What follows belongs to an exercise in optimizing a design on an open flow for small area; a production flow would make more cautious choices. Only simulation tests tie the RTL to the original design; equivalence was not proved. Power and IR drop assume default switching activity.

==> module dma_master_top, before the edit <==
module dma_master_top (
    input  logic        m_HCLK,
    input  logic        m_HRESETn,
    input  logic        start,
    input  logic [31:0] src_addr,
    input  logic [31:0] dest_addr,
    input  logic [11:0] xfer_bytes,
    input  logic [2:0]  burst_sel,
    input  logic        intr_mask,
    input  logic        intr_clear,
    output logic        busy,
    output logic        dma_intr,
    output logic        hbusreq,
    input  logic        hgrant,
    output logic [1:0]  htrans,
    output logic [2:0]  hburst,
    output logic [2:0]  hsize,
    output logic [31:0] haddr,
    output logic        hwrite,
    output logic [31:0] hwdata,
    input  logic        hready,
    input  logic [31:0] hrdata
);
    localparam logic [2:0] S_IDLE  = 3'b000;
    localparam logic [2:0] S_REQ   = 3'b101;
    localparam logic [2:0] S_READ  = 3'b110;
    localparam logic [2:0] S_WRITE = 3'b111;
    localparam logic [2:0] S_DONE  = 3'b100;
    logic [2:0]  state;
    logic        status;
    logic [9:0]  words_left;
    logic [1:0]  sel_q;       
    logic [4:0]  arem;        
    logic        first;       
    logic        dph_valid;
    logic [31:0] a_q;         
    logic [31:0] b_q;         
    logic        first_rd;    
    logic [31:0] mem [16];
    logic is_read, is_write, load, done;
    logic cmd_active, issue, idle_bus, dph_done;
    logic go_read, go_write;
    logic a_end;
    logic [4:0] burst_len;
    logic [3:0] burst_last;
    logic short;
    logic hb_incr;
    logic [31:0] a_inc;
    assign is_read  = (state == S_READ);
    assign is_write = (state == S_WRITE);
    assign done     = (state == S_DONE);
    assign busy     = state[2];
    assign hbusreq  = state[1] | state[0];
    assign load     = start && !busy;
    assign dma_intr = status && !intr_mask;
    assign hsize    = 3'b010;
    assign a_end      = (arem == 5'd0);
    assign cmd_active = state[1] && !a_end && hgrant;
    assign issue      = cmd_active && hready;
    assign dph_done   = hready && dph_valid;
    assign idle_bus   = !htrans[1] && !dph_valid;
    assign short = (sel_q == 2'd1) ? (words_left[9:2] == '0) :
                   (sel_q == 2'd2) ? (words_left[9:3] == '0) :
                   (sel_q == 2'd3) ? (words_left[9:4] == '0) : 1'b0;
    assign burst_len  = short ? {1'b0, words_left[3:0]} :
                        (sel_q == 2'd0) ? 5'd1 : (sel_q == 2'd1) ? 5'd4 :
                        (sel_q == 2'd2) ? 5'd8 : 5'd16;
    assign burst_last = short ? words_left[3:0] - 1'b1 : {sel_q[1] & sel_q[0], sel_q[1], sel_q[1] | sel_q[0], sel_q[1] | sel_q[0]};
    assign hburst = hb_incr ? 3'b001 : {sel_q[1], sel_q[0], sel_q[1] | sel_q[0]};
    always_comb begin
        go_read  = 1'b0;
        go_write = 1'b0;
        case (state)
            S_REQ:   go_read  = hgrant;
            S_READ:  go_write = a_end && idle_bus;
            S_WRITE: go_read  = a_end && (words_left != '0);
            default: ;
        endcase
    end
    always_ff @(posedge m_HCLK or negedge m_HRESETn) begin
        if (!m_HRESETn) begin
            state     <= S_IDLE;
            status    <= 1'b0;
            htrans    <= 2'b00;
            dph_valid <= 1'b0;
        end else begin
            case (state)
                S_IDLE:  if (start) state <= S_REQ;
                S_REQ:   if (hgrant) state <= S_READ;
                S_READ:  if (go_write) state <= S_WRITE;
                S_WRITE: if (go_read) state <= S_READ;
                         else if (a_end && idle_bus) state <= S_DONE;
                default: state <= S_IDLE;
            endcase
            if (done)
                status <= 1'b1;
            else if (intr_clear)
                status <= 1'b0;
            if (hready) begin
                dph_valid <= htrans[1];
                if (!cmd_active)
                    htrans <= 2'b00;
                else if (first || htrans == 2'b00)
                    htrans <= 2'b10;
                else
                    htrans <= 2'b11;
            end
        end
    end
    always_ff @(posedge m_HCLK) begin
        if (load) begin
            words_left <= xfer_bytes[11:2];
            sel_q      <= {burst_sel[2] | burst_sel[1], burst_sel[2] | burst_sel[0]};
        end else if (issue && is_write) begin
            words_left <= words_left - 1'b1;
        end
        if (go_read || go_write) begin
            arem  <= burst_len;
            first <= 1'b1;
        end else if (issue) begin
            arem  <= arem - 1'b1;
            first <= 1'b0;
        end
        if (hready) begin
            hwrite    <= cmd_active && is_write;
            if (cmd_active) begin
                if (first)
                    hb_incr <= short;
                else if (htrans == 2'b00)
                    hb_incr <= 1'b1;   
            end
        end
    end
    assign a_inc = {a_q[31:2] + 30'd1, a_q[1:0]};
    assign haddr = a_q;
    logic        a_sel_sw, a_sel_inc;
    logic [31:0] a_nx;
    assign a_sel_sw  = !load && first;
    assign a_sel_inc = !load && !first;
    for (genvar b = 0; b < 32; b++) begin : g_anx
        dma_ao222 u_nx (.a1(load), .a2(src_addr[b]), .b1(a_sel_sw), .b2(b_q[b]),
                        .c1(a_sel_inc), .c2(a_inc[b]), .y(a_nx[b]));
    end
    always_ff @(posedge m_HCLK) begin
        if (load || (issue && !first_rd))
            a_q <= a_nx;
        if (load)
            b_q <= dest_addr;
        else if (issue && !first_rd && first)
            b_q <= a_inc;
        if (load)
            first_rd <= 1'b1;
        else if (issue)
            first_rd <= 1'b0;
    end
    logic [1:0] ent;         
    logic [1:0] xtra;        
    logic [1:0] xleft;       
    logic       shift;
    assign ent   = ~burst_last[3:2];
    assign xtra  = 2'd0 - burst_len[1:0];
    assign shift = dph_done || (go_write && xtra != 2'd0) || (xleft != 2'd0);
    always_ff @(posedge m_HCLK or negedge m_HRESETn) begin
        if (!m_HRESETn)
            xleft <= 2'd0;
        else if (go_write)
            xleft <= (xtra == 2'd0) ? 2'd0 : xtra - 1'b1;
        else if (xleft != 2'd0)
            xleft <= xleft - 1'b1;
    end
    always_ff @(posedge m_HCLK) begin
        if (shift) begin
            mem[0] <= hrdata;
            for (int i = 1; i < 16; i++)
                if (i % 4 == 0)
                    mem[i] <= (is_read && ent == 2'(i / 4)) ? hrdata : mem[i-1];
                else
                    mem[i] <= mem[i-1];
        end
    end
    assign hwdata = mem[15];
endmodule
Settings: LEC_CHECK=0, CAP_MARGIN=20, CORE_MARGIN=2, CORE_UTILIZATION=40, CTS_CLUSTER_DIAMETER=80, CTS_CLUSTER_SIZE=25, SLEW_MARGIN=20, SYNTH_HIERARCHICAL=1, SYNTH_MINIMUM_KEEP_SIZE=0; clock period 5.0 ns.
standard.sh (not shown) runs the stock make flow with config.mk's settings and CLKGATE_MAP_FILE= SYNTH_SCRIPT=/design/flow/synth_recipe.tcl, a recipe that flattens the netlist after the stock synthesis.
==> flow/flow/run.sh <==
#!/bin/bash
# The standard layout (standard.sh) with two changes:
#  - the port buffers use the smallest buffer cell, sky130_fd_sc_hd__buf_1;
#  - clock tree synthesis adds no dummy loads (same clustering as config.mk).
set -euo pipefail
export BUFFER_PORTS_ARGS="-buffer_cell sky130_fd_sc_hd__buf_1"
export CTS_ARGS="-sink_clustering_enable -repair_clock_nets -sink_clustering_size 25 -sink_clustering_max_diameter 80 -dont_use_dummy_load"
bash standard.sh finish > standard_flow.log 2>&1
Rerun with:
--- a/flow/design.v
+++ b/flow/design.v
@@ -33,12 +33,18 @@
 `timescale 1ns/10ps
 module dma_ao222 (
     input  logic a1, a2, b1, b2, c1, c2,
     output logic y
 );
     assign y = (a1 && a2) || (b1 && b2) || (c1 && c2);
+endmodule
+module dma_ao22 (
+    input  logic a1, a2, b1, b2,
+    output logic y
+);
+    assign y = (a1 && a2) || (b1 && b2);
 endmodule
 `timescale 1ns/10ps
 module dma_master_top (
     input  logic        m_HCLK,
     input  logic        m_HRESETn,
     input  logic        start,
@@ -174,23 +180,27 @@
     assign a_inc = {a_q[31:2] + 30'd1, a_q[1:0]};
     assign haddr = a_q;
     logic        a_sel_sw, a_sel_inc;
     logic [31:0] a_nx;
     assign a_sel_sw  = !load && first;
     assign a_sel_inc = !load && !first;
+    logic        b_sel_inc;
+    logic [31:0] b_nx;
+    assign b_sel_inc = !load;
+    for (genvar b = 0; b < 32; b++) begin : g_bnx
+        dma_ao22 u_nx (.a1(load), .a2(dest_addr[b]), .b1(b_sel_inc), .b2(a_inc[b]), .y(b_nx[b]));
+    end
     for (genvar b = 0; b < 32; b++) begin : g_anx
         dma_ao222 u_nx (.a1(load), .a2(src_addr[b]), .b1(a_sel_sw), .b2(b_q[b]),
                         .c1(a_sel_inc), .c2(a_inc[b]), .y(a_nx[b]));
     end
     always_ff @(posedge m_HCLK) begin
         if (load || (issue && !first_rd))
             a_q <= a_nx;
-        if (load)
-            b_q <= dest_addr;
-        else if (issue && !first_rd && first)
-            b_q <= a_inc;
+        if (load || (issue && !first_rd && first))
+            b_q <= b_nx;
         if (load)
             first_rd <= 1'b1;
         else if (issue)
             first_rd <= 1'b0;
     end
     logic [1:0] ent;         
@@ -205,18 +215,28 @@
             xleft <= 2'd0;
         else if (go_write)
             xleft <= (xtra == 2'd0) ? 2'd0 : xtra - 1'b1;
         else if (xleft != 2'd0)
             xleft <= xleft - 1'b1;
     end
+    logic [3:1]  ent_on, ent_off;
+    logic [31:0] ent_d [4];
+    for (genvar e = 1; e < 4; e++) begin : g_ent
+        assign ent_on[e]  = is_read && ent == 2'(e);
+        assign ent_off[e] = !ent_on[e];
+        for (genvar b = 0; b < 32; b++) begin : g_bit
+            dma_ao22 u_d (.a1(ent_on[e]), .a2(hrdata[b]), .b1(ent_off[e]), .b2(mem[4*e-1][b]),
+                          .y(ent_d[e][b]));
+        end
+    end
+    assign ent_d[0] = hrdata;
     always_ff @(posedge m_HCLK) begin
         if (shift) begin
-            mem[0] <= hrdata;
-            for (int i = 1; i < 16; i++)
+            for (int i = 0; i < 16; i++)
                 if (i % 4 == 0)
-                    mem[i] <= (is_read && ent == 2'(i / 4)) ? hrdata : mem[i-1];
+                    mem[i] <= ent_d[i / 4];
                 else
                     mem[i] <= mem[i-1];
         end
     end
     assign hwdata = mem[15];
 endmodule
After rerunning:
- The changed run passed the timing, DRC and antenna checks
- total power barely changes
- sequential power stays flat
- global-route usage rises by 0.47 points
- wire length rises by 2.8%
- clock power falls by about 2%
- worst setup slack is worse by 79 ps
- clock skew rises by 22 ps
- hold slack stays flat
- die area falls by 2.2%

what the ideal ports hide:
No port has a modelled driver above. Below, the same layouts with a new extraction and two added sets of constraints. Step 1 sets driving cells, clkbuf_16 on the clock port and buf_2 on the other inputs (assumed; they add their load-dependent delay and slew). Step 2 times the ports against the registers' clock, not the clock port: input delays grow and output delays shrink by t, the midpoint of the rising clock arrivals with the driver on. Three values: no drivers, after step 1, after step 2; two values: the first two.
| run | shift t [ns] | slack for setup (ns) | worst slew at a driven data input, ns |
|---|---|---|---|
| the first run | 0.592 | 1.344 / 1.344 / 1.344 | 0.08 |
| the second run | 0.583 | 1.266 / 1.266 / 1.266 | 0.08 |
After both steps every run listed still meets setup and hold.
